What follows belongs to an exercise in optimizing a design on an open flow for small area; a production flow would make more cautious choices.
The RTL was checked by simulation tests, not by an equivalence proof against the original design.
Power figures rest on the tool's default switching activity, not on a simulated workload.

File: design/flow/design.v
package dmem_pkg;
  localparam int WORD_BYTES = 4;
  localparam int ADDR_LSB   = 2;
  function automatic logic is_err(input logic [31:0] addr, input int unsigned depth);
    is_err = (addr[ADDR_LSB-1:0] != '0) || ({2'b00, addr[31:ADDR_LSB]} >= depth);
  endfunction
endpackage
module dmem_port_bit (
  input  logic clk,
  input  logic en,
  input  logic keep,
  input  logic d,
  input  logic prev,
  output logic q
);
  always_ff @(posedge clk) q <= (en & d) | (keep & prev);
endmodule
module dmem_aoi222 (
  input  logic a0, b0, a1, b1, a2, b2,
  output logic y
);
  assign y = ~((a0 & b0) | (a1 & b1) | (a2 & b2));
endmodule
module dmem_ao22 (
  input  logic a0, b0, a1, b1,
  output logic y
);
  assign y = (a0 & b0) | (a1 & b1);
endmodule
module dmem_and2 (
  input  logic a, b,
  output logic y
);
  assign y = a & b;
endmodule
module dmem_nand2 (
  input  logic a, b,
  output logic y
);
  assign y = ~(a & b);
endmodule
module dmem_nand4 (
  input  logic a, b, c, d,
  output logic y
);
  assign y = ~(a & b & c & d);
endmodule
module dmem_nor2 (
  input  logic a, b,
  output logic y
);
  assign y = ~(a | b);
endmodule
module dmem_or2 (
  input  logic a, b,
  output logic y
);
  assign y = a | b;
endmodule
module dmem_rd_col (
  input  logic [21:0] sel,
  input  logic [21:0] q,
  output logic        y
);
  logic [7:0] l1;    
  logic [1:0] l2;    
  for (genvar g = 0; g < 7; g++) begin : g_l1
    dmem_aoi222 u (.a0(sel[3*g]), .b0(q[3*g]), .a1(sel[3*g+1]), .b1(q[3*g+1]),
                   .a2(sel[3*g+2]), .b2(q[3*g+2]), .y(l1[g]));
  end
  dmem_nand2 u_l1 (.a(sel[21]), .b(q[21]), .y(l1[7]));
  for (genvar g = 0; g < 2; g++) begin : g_l2
    dmem_nand4 u (.a(l1[4*g]), .b(l1[4*g+1]), .c(l1[4*g+2]), .d(l1[4*g+3]), .y(l2[g]));
  end
  dmem_or2 u_l3 (.a(l2[0]), .b(l2[1]), .y(y));
endmodule
module dmem_word_array (
  input  logic        clk,
  input  logic [15:0] wr,
  input  logic [15:0] wr_n,      
  input  logic [3:0]  wbe,
  input  logic [3:0]  wbe_n,     
  input  logic        keep_n,    
  input  logic [31:0] wdata,
  input  logic [21:0] rd_sel,
  output logic [31:0] rdata
);
  logic [63:0][31:0] s;
  for (genvar p = 0; p < 64; p++) begin : g_pos
    localparam int PP = (p + 63) % 64;    
    if (p % 4 == 1) begin : g_port
      localparam int K = p / 4;
      for (genvar b = 0; b < 4; b++) begin : g_byte
        logic en, keep;
        dmem_nor2 u_en   (.a(wr_n[K]), .b(wbe_n[b]), .y(en));      
        dmem_nor2 u_keep (.a(en), .b(keep_n), .y(keep));          
        for (genvar k = 0; k < 8; k++) begin : g_bit
          dmem_port_bit u_bit (.clk(clk), .en(en), .keep(keep), .d(wdata[8*b+k]),
                               .prev(s[PP][8*b+k]), .q(s[p][8*b+k]));
        end
      end
    end else begin : g_shift
      always_ff @(posedge clk) s[p] <= s[PP];
    end
  end
  logic [31:0][21:0] q_t;    
  for (genvar r = 0; r < 22; r++) begin : g_rp
    for (genvar j = 0; j < 32; j++) begin : g_t
      assign q_t[j][r] = s[3 * r][j];
    end
  end
  for (genvar j = 0; j < 32; j++) begin : g_col
    dmem_rd_col u_col (.sel(rd_sel), .q(q_t[j]), .y(rdata[j]));
  end
endmodule
module dmem_responder
#(
  parameter int DEPTH_WORDS = 64
) (
  input  logic        clk,
  input  logic        rst,
  input  logic        req_valid,
  output logic        req_ready,
  input  logic        req_write,
  input  logic [31:0] req_addr,
  input  logic [31:0] req_wdata,
  input  logic [3:0]  req_be,
  output logic        rsp_valid,
  input  logic        rsp_ready,
  output logic [31:0] rsp_rdata,
  output logic        rsp_err
);
  logic [1:0] st;
  logic       idle, idle_n, req_err, store;
  logic [5:0] t, s;
  assign idle      = (st == 2'b00);
  assign idle_n    = !idle;
  assign req_ready = idle;
  assign rsp_valid = (st == 2'b10);
  assign req_err   = dmem_pkg::is_err(req_addr, DEPTH_WORDS);
  assign store     = idle && req_valid && req_write && !req_err;
  always_ff @(posedge clk or negedge rst) begin
    if (!rst) st <= 2'b00;
    else case (st)
      2'b00:   st <= req_valid ? 2'b01 : 2'b00;
      2'b01:   st <= 2'b11;
      2'b11:   st <= 2'b10;
      default: st <= rsp_ready ? 2'b00 : 2'b10;
    endcase
  end
  logic done, keep_all;
  always_ff @(posedge clk or negedge rst) begin
    if (!rst) begin
      t    <= '0;
      done <= 1'b0;
    end else begin
      t    <= t + 6'd1;
      done <= done || t[2];
    end
  end
  assign keep_all = done || t[2];
  logic [5:0] cap_idx;
  logic [3:0] cap_be;
  logic       cap_ok;
  logic [11:0] cap_d, cap_q;
  assign cap_d = {req_addr[dmem_pkg::ADDR_LSB +: 6], req_be, !req_write && !req_err, req_err};
  assign {cap_idx, cap_be, cap_ok, rsp_err} = cap_q;
  for (genvar i = 0; i < 12; i++) begin : g_cap
    dmem_port_bit u_cap (.clk(clk), .en(idle), .keep(idle_n), .d(cap_d[i]), .prev(cap_q[i]), .q(cap_q[i]));
  end
  logic [5:0] base;
  for (genvar i = 0; i < 6; i++) begin : g_base
    dmem_ao22 u (.a0(idle), .b0(req_addr[dmem_pkg::ADDR_LSB + i]), .a1(idle_n), .b1(cap_idx[i]), .y(base[i]));
  end
  assign s = base + t;
  logic pend, want, land;
  assign want = idle ? store : pend;
  assign land = want && s[1:0] == 2'b00;
  always_ff @(posedge clk or negedge rst) begin
    if (!rst) pend <= 1'b0;
    else      pend <= want && !land;
  end
  logic [15:0] wr, wr_n;
  always_comb
    for (int k = 0; k < 16; k++) begin
      wr[k]   = land && s[5:2] == 4'(k);
      wr_n[k] = !wr[k];
    end
  logic [31:0] wdata, rd;
  logic [3:0]  wbe;
  for (genvar j = 0; j < 32; j++) begin : g_wdata
    dmem_ao22 u (.a0(idle), .b0(req_wdata[j]), .a1(idle_n), .b1(rd[j]), .y(wdata[j]));
  end
  for (genvar b = 0; b < 4; b++) begin : g_wbe
    dmem_ao22 u (.a0(idle), .b0(req_be[b]), .a1(idle_n), .b1(cap_be[b]), .y(wbe[b]));
  end
  logic        ok_now, rget, rcap, rd_ld, rd_keep;
  logic [21:0] at_port, rd_sel;
  logic [31:0] rdata;
  assign ok_now = idle ? (!req_write && !req_err) : cap_ok;
  assign rget   = (st != 2'b10) && ok_now;
  always_comb
    for (int r = 0; r < 22; r++) begin
      at_port[r] = s == 6'(3 * r);
      rd_sel[r]  = at_port[r] && rget && keep_all;
    end
  assign rcap = rget && (|at_port);
  dmem_word_array u_mem (
    .clk    (clk),
    .wr     (wr),
    .wr_n   (wr_n),
    .wbe    (wbe),
    .wbe_n  (~wbe),
    .keep_n (!keep_all),
    .wdata  (wdata),
    .rd_sel (rd_sel),
    .rdata  (rdata)
  );
  assign rd_ld   = idle && req_write;
  assign rd_keep = !rd_ld && !rcap;
  for (genvar j = 0; j < 32; j++) begin : g_rd
    dmem_rd_bit u_rd (.clk(clk), .a(rd_ld), .d0(req_wdata[j]), .d1(rdata[j]),
                      .keep(rd_keep), .q(rd[j]));
    dmem_and2 u_out (.a(rd[j]), .b(cap_ok), .y(rsp_rdata[j]));
  end
endmodule
module dmem_rd_bit (
  input  logic clk,
  input  logic a,
  input  logic d0,
  input  logic d1,
  input  logic keep,
  output logic q
);
  always_ff @(posedge clk) q <= (a & d0) | (keep & q) | d1;
endmodule
File: design/flow/flow/run.sh
#!/bin/bash
# The standard layout (standard.sh, unchanged), with one difference: the buffer that
# buffer_ports puts on every input and output port is the smallest buffer,
# sky130_fd_sc_hd__buf_1, instead of the one buffer_ports picks by default.
# make's full output goes to standard.log; ORFS keeps each step's log under orfs/logs.
set -euo pipefail
cd "$(dirname "$0")/.."
export BUFFER_PORTS_ARGS="-buffer_cell sky130_fd_sc_hd__buf_1"
bash standard.sh > standard.log 2>&1
File: design/flow/standard.sh
#!/bin/bash
# synth_recipe.tcl (not shown) runs the flow's synth.tcl, then flattens the netlist and writes it again
# the make line also repeats each setting of config.mk as NAME=value (left out here)
make -C /OpenROAD-flow-scripts/flow DESIGN_CONFIG=/design/flow/config.mk WORK_HOME=/design/flow/orfs CLKGATE_MAP_FILE= SYNTH_SCRIPT=/design/flow/synth_recipe.tcl "${@:-finish}"
File: design/flow/config.mk
export PLATFORM = sky130hd
export DESIGN_NAME = dmem_responder
export DESIGN_NICKNAME = dmem_responder
export VERILOG_FILES = /design/flow/design.v
export SDC_FILE = /design/flow/constraint.sdc
export NUM_CORES = 4
export LEC_CHECK = 0
export CAP_MARGIN = 0
export CORE_MARGIN = 2
export CORE_UTILIZATION = 50
export CTS_CLUSTER_DIAMETER = 100
export CTS_CLUSTER_SIZE = 32
export SLEW_MARGIN = 0
export SYNTH_HIERARCHICAL = 1
File: design/flow/constraint.sdc
create_clock -name core_clock -period 8.0 [get_ports {clk}]
set_input_delay 1.6000 -clock core_clock [delete_from_list [all_inputs] [get_ports {clk}]]
set_output_delay 1.6000 -clock core_clock [all_outputs]
set_load 0.01 [all_outputs]
==> results of run 1 <==
==> registers in the layout, indices dropped and copies added, names as in the netlist <==
register                                 cells
u_mem.s                                   1536
pend                                         1
g_rd.u_rd.q                                 32
st                                           2
done                                         1
g_cap.u_cap.q                               12
t                                            6
u_mem.g_pos.g_port.g_byte.g_bit.u_bit.q    512
==> path summary, 6_finish.rpt <==
kind                       depth (start not counted)             end  slack [ps]
max                                               15  g_rd[0].u_rd.q        2020
min                                                0   u_mem.s[1545]         320
max reg2reg                                       15  g_rd[0].u_rd.q        2020
min reg2reg                                        0   u_mem.s[1545]         320
max in group asynchronous                          1            t[0]        6390
min in group asynchronous                          1            pend        1030
==> layout by cell type (no fill, tap or decap), types with 2 or more instances in the layout <==
cell type,n
a21o_1,3
a21oi_1,2
a221o_1,32
a222oi_1,224
a22o_1,567
and2_1,34
buf_1,107
buf_4,26
clkbuf_1,5
clkbuf_16,79
dfrtp_1,10
dfxtp_1,2091
diode_2,2
ha_1,6
inv_1,8
inv_2,2
nand2_1,60
nand2b_1,4
nand3_1,8
nand4_1,66
nor2_1,151
nor2_4,12
nor2b_1,2
nor3_1,5
nor3_2,8
nor4_1,7
o21ai_0,3
o22ai_1,2
o31ai_1,2
or2_1,32
or3_1,2
xnor2_1,10
xor2_1,5
==> final cells by class <==
class                      count  share of cell area
clock inverter                 3            0.000397
clock buffer                  84              0.0352
sequential                  2102               0.744
antenna                        2           0.0000883
timing repair buffer         133              0.0105
tap                         1380              0.0305
inverter                      10            0.000662
multi-input combinational   1271               0.179
==> metrics by stage <==
stage                     std cells  hold WS [ps]  area, µm²
after floorplan                3388           310      52200
after global placement         4896           310      54600
after detailed placement       4896           312      54600
after CTS                      4983           325      56700
after global routing           4983           330      56700
final                          4985           318      56700
==> report_power, final <==
part	switching [W]	internal, W
clock network	0.00292	0.00180
registers	0.000129	0.0106
logic	0.00178	0.000548
total	0.00483	0.0129
==> layer usage <==
| metal | GRT usage | vias to the layer above | wire (µm) |
|---|---|---|---|
| li1 | - | 13031 | - |
| met1 | 0.305 | 13818 | 55400 |
| met4 | 0.0590 | 2 | 2610 |
| met5 | 0.00266 | - | 40 |
| met3 | 0.0439 | 153 | 7530 |
| met2 | 0.357 | 773 | 55700 |
==> qor.txt, run 1 <==
status -> timing/DRC/antenna clean
overall die width -> 327 µm
crit-path cells -> or2_4 -> inv_2 -> buf_4 -> a22o_1 -> ha_1 -> a21oi_1 -> o21ai_4 -> xnor2_2 -> nor2_1 -> nand3_1 -> nor2_4 -> a222oi_1 -> nand4_1 -> or2_1 -> a221o_1
setup TNS -> 0 ps
vias in the first global route -> 26661
# rows -> 118
layout cells sized above 1 -> 0.0408
Total GRT Usage -> 0.221
CTS tree -> yes
die area -> 107000 µm²
DP HPWL -> 80700 µm
Avg Vias per Cell -> 5.57
max_cap viols -> 0
Max Fclk -> 167 MHz
clock latency on the worst-skew pair -> 680 ps
DRC viols -> 0
Mapped Cells -> 3388
die height -> 327 µm
DRT antenna net count -> 0
synthesized area -> 52200 µm²
Hold Crit Start -> u_mem.s[1513]
Setup crit start -> st[0]
Post-CTS Resized -> 0
fin crit share -> 0.748
pin count of the biggest net entering global routing -> 39
Overflow after GRT -> 0
Bufs and invs on worst path -> 2
H-tree levels -> 3
Final Power -> 0.0178 W
area grow syn2layout -> 8.59%
Worst-path clk slew -> 110 ps
Syn Area/Cell -> 15.4 µm²
pwr/cell area -> 314 nW/µm²
Max stage delay on crit path -> 1090 ps
syn_nets -> 3468
initial antenna violation count -> 1
Setup crit start kind -> register
vias post-DR -> 27777
Slew @ Worst Pin -> 1250 ps
dpl ws -> 2120 ps
Post-CTS Setup Bufs -> 0
maximum vdd ir drop -> 267 µV
TritonRoute pass-1 iters -> 8
Final Max Tran Viols -> 0
clk_skew -> 24.1 ps
GPL Wtd Cong -> 0.839
area of the multi-input gates -> 10100 µm²
filler cell count in the final layout -> 8462
nets -> 3673
Worst setup EP type -> register
Final Util -> 0.547
minimum clock period -> 5980 ps
Fin. Hold Viols -> 0
buffer depth of the longest clock path -> 3
boundary pin count -> 108
setup slack after layout -> 2020 ps
global-route wire length before repair -> 176000 µm
Lkg Pwr -> 21.6 nW
Total Wirelength -> 121000 µm
Clock Sink Count -> 2102
Worst EP required -> 8620 ps
CP delay by family, top -> simple AND/OR/NAND/NOR gates
CORE AREA -> 103000 µm²
Max-slew headroom -> 0.164
WL per Instance -> 24.3 µm
DRT iter0 DRCs -> 2926
kind of critical path -> reg -> reg
Max Fanout on Critical Path -> 38
Storage cell area -> 42100 µm²
warnings from Yosys -> 10
Crit-path slowest cell -> nor2_4
CTS Hold Bufs -> 0
initial core utilization -> 0.504
RR Startpoint -> st[0]
RSZ-0062 raised after global routing -> no
Root Driver -> clkbuf_16
arrival time at the worst endpoint -> 6600 ps
HP Class -> reg -> reg
cts bufs inserted -> 75
# port buffers -> 107
final setup violation count -> 0
==> run 2, diff against run 1 <==
--- a/design/flow/design.v
+++ b/design/flow/design.v
@@ -115,7 +115,8 @@
 endmodule
 module dmem_responder
 #(
-  parameter int DEPTH_WORDS = 64
+  parameter int DEPTH_WORDS = 64,
+  parameter int LATENCY     = 2
 ) (
   input  logic        clk,
   input  logic        rst,
==> qor.txt, run 2 <==
status -> timing/DRC/antenna clean
Overflow after GRT -> 0
TritonRoute pass-1 iters -> 8
DRT iter0 DRCs -> 2926
DRC viols -> 0
initial antenna violation count -> 1
syn_nets -> 3468
Max Fanout on Critical Path -> 38
Slew @ Worst Pin -> 1250 ps
Post-CTS Setup Bufs -> 0
setup slack after layout -> 2020 ps
Final Max Tran Viols -> 0
maximum vdd ir drop -> 267 µV
Mapped Cells -> 3388
Avg Vias per Cell -> 5.57
pwr/cell area -> 314 nW/µm²
CTS Hold Bufs -> 0
Syn Area/Cell -> 15.4 µm²
RSZ-0062 raised after global routing -> no
overall die width -> 327 µm
Final Power -> 0.0178 W
buffer depth of the longest clock path -> 3
Storage cell area -> 42100 µm²
filler cell count in the final layout -> 8462
Total Wirelength -> 121000 µm
cts bufs inserted -> 75
kind of critical path -> reg -> reg
hold path endpoint -> u_mem.s[1545]
die area -> 107000 µm²
vias in the first global route -> 26661
WL per Instance -> 24.3 µm
commonest non-fill, non-tap cell in the layout -> dfxtp_1
Largest regs -> u_mem.s x1536, u_mem.g_pos.g_port.g_byte.g_bit.u_bit.q x512, g_rd.u_rd.q x32
max_cap viols -> 0
Post-CTS Resized -> 0
Root Driver -> clkbuf_16
area of the multi-input gates -> 10100 µm²
setup TNS -> 0 ps
Setup crit start kind -> register
Hold Crit Start -> u_mem.s[1513]
CORE AREA -> 103000 µm²
WHS Path Cells -> 0
minimum clock period -> 5980 ps
arrival time at the worst endpoint -> 6600 ps
warnings from Yosys -> 10
RR Startpoint -> st[0]
pin count of the biggest net entering global routing -> 39
boundary pin count -> 108
Total GRT Usage -> 0.221
flop-to-flop setup slack -> 2020 ps
Max Fclk -> 167 MHz
DRT antenna net count -> 0
clk_skew -> 24.1 ps
most frequent cells in the layout -> dfxtp_1, a22o_1, a222oi_1, nor2_1, buf_1
worst r2r dst -> g_rd[0].u_rd.q
cells on worst reg2reg path -> 15
Worst-path clk slew -> 110 ps
clock latency on the worst-skew pair -> 680 ps
initial core utilization -> 0.504
Clock Sink Count -> 2102
# rows -> 118
global-route wire length before repair -> 176000 µm
CTS tree -> yes
final setup violation count -> 0
HP Class -> reg -> reg
layout cells sized above 1 -> 0.0408
fin crit share -> 0.748
vias post-DR -> 27777
Lkg Pwr -> 21.6 nW
Max-slew headroom -> 0.164
Worst Hold Slack -> 318 ps
synthesized area -> 52200 µm²
die height -> 327 µm
number of flip-flops in the largest register -> 1536
dpl ws -> 2120 ps
Worst EP required -> 8620 ps
Worst setup EP type -> register
area grow syn2layout -> 8.59%
H-tree levels -> 3
Most flops, register -> u_mem.s
DP HPWL -> 80700 µm
# port buffers -> 107
Fin. Hold Viols -> 0
GPL Wtd Cong -> 0.839
nets -> 3673
-- run 2: worst max-delay path, cell delays in order, from the launching register on --
cell and delay (ps):
dfrtp_1 420, or2_4 630, inv_2 330, buf_4 360, a22o_1 400, ha_1 430
a21oi_1 260, o21ai_4 150, xnor2_2 190, nor2_1 290, nand3_1 470, nor2_4 1090
a222oi_1 330, nand4_1 260, or2_1 140, a221o_1 100
-- run 2: worst max-delay path by stage --
stage / from / endpoint / cells past startpoint
6_report: st[0] / g_rd[0].u_rd.q / 15
5_1_grt: st[0] / g_rd[0].u_rd.q / 15
4_1_cts: st[0] / g_rd[0].u_rd.q / 15
3_5_place_dp: req_addr[5] / g_rd[0].u_rd.q / 14
3_3_place_gp: req_addr[5] / g_rd[0].u_rd.q / 14
2_1_floorplan: st[1] / g_rd[0].u_rd.q / 15
-- run 2: cell type report --
cell class                 instances  share of cell area
multi-input combinational       1271               0.179
timing repair buffer             133              0.0105
sequential                      2102               0.744
inverter                          10            0.000662
tap                             1380              0.0305
clock buffer                      84              0.0352
clock inverter                     3            0.000397
antenna                            2           0.0000883
-- run 2: through the flow --
stage,cell area (µm²),cells,utilization
2_1_floorplan,52200,3388,-
3_3_place_gp,54600,4896,0.528
3_5_place_dp,54600,4896,0.528
4_1_cts,56700,4983,0.547
5_1_grt,56700,4983,0.547
6_report,56700,4985,0.547
-- run 2: where the power goes --
| group | switching, W | total [W] | internal (W) |
|---|---|---|---|
| logic | 0.00178 | 0.00233 | 0.000548 |
| clock network | 0.00292 | 0.00472 | 0.00180 |
| registers | 0.000129 | 0.0107 | 0.0106 |
| total | 0.00483 | 0.0178 | 0.0129 |
-- run 2: layer usage --
metal  up-vias  track usage  wire length, µm
li1      13031            -                -
met1     13818        0.305            55400
met3       153       0.0439             7530
met2       773        0.357            55700
met5         -      0.00266               40
met4         2       0.0590             2610
==> run 3, diff against run 2 <==
--- a/design/flow/config.mk
+++ b/design/flow/config.mk
@@ -8,6 +8,7 @@
 export CAP_MARGIN = 0
 export CORE_MARGIN = 2
 export CORE_UTILIZATION = 50
+export CTS_BUF_LIST = sky130_fd_sc_hd__clkbuf_8 sky130_fd_sc_hd__clkbuf_16
 export CTS_CLUSTER_DIAMETER = 100
 export CTS_CLUSTER_SIZE = 32
 export SLEW_MARGIN = 0
==> qor.txt, run 3 <==
status -> timing/DRC/antenna clean
global-route wire length before repair -> 176000 µm
DP Cell Count -> 4896
cts bufs inserted -> 75
Max Fclk -> 168 MHz
Final Util -> 0.547
commonest non-fill, non-tap cell in the layout -> dfxtp_1
DRC viols -> 0
minimum clock period -> 5970 ps
clk_skew -> 24.2 ps
vias in the first global route -> 26661
Mapped Cells -> 3388
TritonRoute pass-1 iters -> 6
# rows -> 118
post-route cell area -> 56700 µm²
maximum vdd ir drop -> 266 µV
Setup crit start kind -> register
Worst EP required -> 8620 ps
Syn Area/Cell -> 15.4 µm²
Avg Vias per Cell -> 5.57
clock latency on the worst-skew pair -> 680 ps
H-tree levels -> 3
Largest regs -> u_mem.s x1536, u_mem.g_pos.g_port.g_byte.g_bit.u_bit.q x512, g_rd.u_rd.q x32
final setup violation count -> 0
pwr/cell area -> 314 nW/µm²
most frequent cells in the layout -> dfxtp_1, a22o_1, a222oi_1, nor2_1, buf_1
arrival time at the worst endpoint -> 6580 ps
RSZ-0062 raised after global routing -> no
dpl ws -> 2120 ps
Final Max Tran Viols -> 0
Worst setup EP type -> register
filler cell count in the final layout -> 8462
Max-slew headroom -> 0.161
HP Class -> reg -> reg
fin crit share -> 0.746
die height -> 327 µm
Clock Sink Count -> 2102
Total GRT Usage -> 0.221
Most flops, register -> u_mem.s
nets -> 3673
CTS Hold Bufs -> 0
non-filler instance count after layout -> 4985
setup TNS -> 0 ps
CTS tree -> yes
buffer depth of the longest clock path -> 3
warnings from Yosys -> 10
DRT iter0 DRCs -> 2921
Post-CTS Setup Bufs -> 0
Post-CTS Resized -> 0
WL per Instance -> 24.3 µm
Total Wirelength -> 121000 µm
syn_nets -> 3468
Worst-path clk slew -> 110 ps
setup slack after layout -> 2030 ps
DP HPWL -> 80700 µm
area grow syn2layout -> 8.59%
initial antenna violation count -> 1
layout cells sized above 1 -> 0.0408
CORE AREA -> 103000 µm²
kind of critical path -> reg -> reg
pin count of the biggest net entering global routing -> 39
vias post-DR -> 27748
# port buffers -> 107
overall die width -> 327 µm
area post-placement -> 54600 µm²
synthesized area -> 52200 µm²
boundary pin count -> 108
DRT antenna net count -> 0
die area -> 107000 µm²
Lkg Pwr -> 21.6 nW
Slew @ Worst Pin -> 1260 ps
number of flip-flops in the largest register -> 1536
max_cap viols -> 0
Overflow after GRT -> 0
GPL Wtd Cong -> 0.839
Root Driver -> clkbuf_16
Max Fanout on Critical Path -> 38
initial core utilization -> 0.504
Fin. Hold Viols -> 0
run 3: changes by cell type in the layout (fill, tap and decap cells not counted):
cell,change
inv_1,+5
clkbuf_1,-5
run 3: worst max-delay path: stages, from the launching register on:
cell and delay [ps]:
dfrtp_1 420, or2_4 630, inv_2 340, buf_4 360, a22o_1 400, ha_1 420, a21oi_1 260, o21ai_4 150
xnor2_2 180, nor2_1 280, nand3_1 470, nor2_4 1090, a222oi_1 330, nand4_1 260, or2_1 140, a221o_1 100
run 3: power by group:
group / internal, W / total [W] / switching, W / leakage, nW
clock: 0.00180 / 0.00472 / 0.00292 / 1.01
combinational: 0.000548 / 0.00233 / 0.00178 / 3.62
sequential: 0.0106 / 0.0107 / 0.000129 / 17.0
run 3: final timing paths:
| check | from | end | slack, ps | cells after the start |
|---|---|---|---|---|
| worst max-delay path | st[0] | g_rd[0].u_rd.q | 2030 | 15 |
| worst min-delay path | u_mem.s[1513] | u_mem.s[1545] | 320 | 0 |
| worst max register to register | st[0] | g_rd[0].u_rd.q | 2030 | 15 |
| worst min register to register | u_mem.s[1513] | u_mem.s[1545] | 320 | 0 |
| max in group asynchronous | rst | t[0] | 6380 | 1 |
| min in group asynchronous | rst | pend | 1030 | 1 |
run 3: layout make-up:
cell class                      instances  area (µm²)  share of cell area
Clock buffer                           79        1980              0.0349
Tap cell                             1380        1730              0.0305
Antenna cell                            2        5.00           0.0000883
Sequential cell                      2102       42100               0.744
Multi-Input combinational cell       1271       10100               0.179
Clock inverter                          8        41.3            0.000729
Inverter                               10        37.5            0.000662
Timing Repair Buffer                  133         597              0.0105
run 3: layer usage:
metal / vias up / GRT usage / share of wire
met3: 150 / 0.0439 / 0.062
met2: 769 / 0.357 / 0.46
met5: - / 0.00266 / 0.00034
li1: 13030 / - / -
met4: 2 / 0.0590 / 0.021
met1: 13797 / 0.305 / 0.46
run 3: through the flow:
stage                     total power, W  hold slack [ps]
final                             0.0178              318
after global routing              0.0184              330
after CTS                         0.0179              325
after detailed placement          0.0132              312
after global placement            0.0133              310
after floorplan                   0.0122              310

[re-timing with driven ports]
The flow's constraints put no driver on any port. The routed layouts listed below were extracted and timed again, unchanged, in two steps.
Step 1, drivers: a clkbuf_16 drives clk and a buf_2 each remaining input, both assumed.
Step 2 moves the port delays by t, midway between the first and last clock arrival at a register: inputs arrive t later, outputs are due t later. That takes back most of the time a late clock gives input paths.
a / b / c = no drivers / after step 1 / after step 2; a / b = the first two.
run | t (ns) | setup WS [ns] | clock arrival spread, ns | slew at the worst register clock pin (ns) | pins driven straight from the clock port
run 1 | 0.738 | 2.018 / 2.018 / 1.973 | 0.029 / 0.029 | 0.12 / 0.12 | 1
run 2 | 0.738 | 2.018 / 2.018 / 1.973 | 0.029 / 0.029 | 0.12 / 0.12 | 1
run 3 | 0.737 | 2.034 / 2.034 / 1.994 | 0.029 / 0.028 | 0.12 / 0.12 | 1
After both steps setup and hold are still met in every run listed.
